This design comes from an exercise in tuning for small area, a short achievable clock period and few clock cycles per item on the open sky130 flow, not from production work.
Function was checked by simulation only, so behaviour that the tests miss may differ from the original.
Power is estimated from default activity; no workload was simulated.

// instr_mem_sync
module instr_mem_sync #(
    parameter int                DATA_W         = 32,
    parameter int                ADDR_W         = 8,
    parameter int                DEPTH          = 64,
    parameter logic [DATA_W-1:0] DEFAULT_INSTR  = DATA_W'(imem_pkg::NOP_INSTR),
    parameter bit                CLEAR_ON_RESET = 1'b1
) (
    input  logic              clk,
    input  logic              rst_n,
    output logic              init_done,
    input  logic              fetch_req,
    input  logic [ADDR_W-1:0] fetch_addr,
    output logic              fetch_ready,
    output logic [DATA_W-1:0] rdata,
    output logic              rvalid,
    output logic              fetch_err,
    input  logic              prog_we,
    input  logic [ADDR_W-1:0] prog_addr,
    input  logic [DATA_W-1:0] prog_wdata,
    output logic              prog_ack
);
Size: roughly 2100 flip-flops, roughly 89 I/O pins, ~58000 um^2 of cells after synthesis.
==> flow/config.mk <==
export PLATFORM = sky130hd
export DESIGN_NAME = instr_mem_sync
export DESIGN_NICKNAME = instr_mem_sync
export VERILOG_FILES = /design/flow/design.v
export SDC_FILE = /design/flow/constraint.sdc
export NUM_CORES = 4
export LEC_CHECK = 0
export CAP_MARGIN = 20
export CORE_MARGIN = 2
export CORE_UTILIZATION = 65
export CTS_CLUSTER_DIAMETER = 60
export CTS_CLUSTER_SIZE = 24
export PLACE_DENSITY = 0.75
export SETUP_SLACK_MARGIN = 1.35
export SLEW_MARGIN = 20
==> flow/constraint.sdc <==
create_clock -name core_clock -period 3.1 [get_ports {clk}]
set_input_delay 0.6200 -clock core_clock [delete_from_list [all_inputs] [get_ports {clk}]]
set_output_delay 0.6200 -clock core_clock [all_outputs]
set_load 0.01 [all_outputs]
run.sh (not shown) runs the stock make flow with config.mk's settings and CLKGATE_MAP_FILE= SYNTH_SCRIPT=/design/flow/synth_recipe.tcl, a recipe that flattens the netlist after the stock synthesis.
Testbench counts at the start, summed over its fixed seeds: cycles 13,082, items 12,000.
Change:
SETUP_SLACK_MARGIN = 1.25   (was 1.35)
Die area is unchanged.
Clock skew rose by 0.011 ns.
Sequential cell count does not change.
Core utilization drops by 1.6 points.
Global-route usage went down by 0.78 points.
Total power shrinks by a few percent.
Synthesized cell count stays the same.
First-iteration DRC count rose by a few percent.
Wire length went down by a few percent.

* * *

run a:
instr_mem_sync, a different RTL version from the one above (not shown whole).
Size: ~4,200 cells after synthesis, about 89 I/O pins, roughly 58,000 sq um of cells after synthesis.
Settings: LEC_CHECK=0, CAP_MARGIN=20, CORE_MARGIN=2, CORE_UTILIZATION=75, CTS_CLUSTER_DIAMETER=60, CTS_CLUSTER_SIZE=24, PLACE_DENSITY=0.85, SETUP_SLACK_MARGIN=1.2, SLEW_MARGIN=20; clock period 3.1 ns.
Run a was carried through to the last stage, and its layout satisfied the timing, design-rule and antenna checks.
Testbench counts of run a, summed over its fixed seeds: cycles 13,090, items 12,000.
Relative to run a, the following input files were edited for run b:
diff --git a/flow/config.mk b/flow/config.mk
--- a/flow/config.mk
+++ b/flow/config.mk
@@ -8,8 +8,8 @@
 export CAP_MARGIN = 20
 export CORE_MARGIN = 2
-export CORE_UTILIZATION = 75
+export CORE_UTILIZATION = 65
 export CTS_CLUSTER_DIAMETER = 60
-export CTS_CLUSTER_SIZE = 24
-export PLACE_DENSITY = 0.85
+export CTS_CLUSTER_SIZE = 30
+export PLACE_DENSITY = 0.75
 export SETUP_SLACK_MARGIN = 1.2
 export SLEW_MARGIN = 20
### Flow results
- Taking run b as 1.0, run a lands at 1.15 on initial DRC count.
- Comparing run a and run b, the higher final cell count is on run b.
- Compared with run a, in run b sequential cell area share down 0.36 points, detailed-route via count went down 1,334, utilization after layout down 10 points.
- For sequential cell area, run b and run a come out practically identical.
- Compared with run a, in run b relative slew slack increased 16 points, minimum setup slack after placement increased 23 ps.

* * *

Starting RTL as in the previous note.
==> flow/config.mk <==
export PLATFORM = sky130hd
export DESIGN_NAME = instr_mem_sync
export DESIGN_NICKNAME = instr_mem_sync
export VERILOG_FILES = /design/flow/design.v
export SDC_FILE = /design/flow/constraint.sdc
export NUM_CORES = 4
export LEC_CHECK = 0
export CAP_MARGIN = 20
export CORE_MARGIN = 2
export CORE_UTILIZATION = 65
export CTS_CLUSTER_DIAMETER = 60
export CTS_CLUSTER_SIZE = 24
export PLACE_DENSITY = 0.75
export SETUP_SLACK_MARGIN = 1.1
export SLEW_MARGIN = 20
==> flow/constraint.sdc <==
create_clock -name core_clock -period 3.1 [get_ports {clk}]
set_input_delay 0.6200 -clock core_clock [delete_from_list [all_inputs] [get_ports {clk}]]
set_output_delay 0.6200 -clock core_clock [all_outputs]
set_load 0.01 [all_outputs]
Testbench counts at the start, summed over its fixed seeds: cycles 13,090, items 12,000.
Change:
--- a/flow/config.mk
+++ b/flow/config.mk
@@ -14 +14 @@
-export SETUP_SLACK_MARGIN = 1.1
+export SETUP_SLACK_MARGIN = 1.2
Effect: Clock power drops by a little under a tenth. Final cell count is about the same. Fmax climbs by a few percent. Hold slack gains 0.013 ns. Setup slack gains 0.11 ns. Cell area drops slightly. Total power drops by a few percent. Global-route usage is about the same.

re-timing with driven ports:
Ports are ideal in the flow. The routed layouts listed here were re-timed in OpenROAD.
Step 1: set_driving_cell puts a clkbuf_16 on clk and a buf_2 on each other input, an assumption about the parent block.
Step 2 also shifts input and output timing later by t, the mid clock arrival at the registers, as if the neighbouring blocks saw the same clock.
Three values: ideal, step 1, step 2; two values: the first two.
run	shift t [ns]	setup WS [ns]	worst setup path at the end	worst data-port slew with drivers (ns)
the first run of note 1	0.780	1.182 / 1.109 / 0.729	input to register	0.18
the second run of note 1	0.754	1.219 / 1.169 / 0.684	input to register	0.22
run a	0.750	1.052 / 1.043 / 0.640	input to register	0.18
run b	0.764	1.177 / 1.119 / 0.544	input to register	0.20
the first run of note 3	0.755	1.078 / 1.058 / 0.529	input to register	0.16
the second run of note 3	0.747	1.190 / 1.126 / 0.658	input to register	0.19
After both steps every run listed still meets setup and hold. The setup slack of run b, which loses most, moves by -0.058 ns with the drivers and by -0.633 ns with both steps.
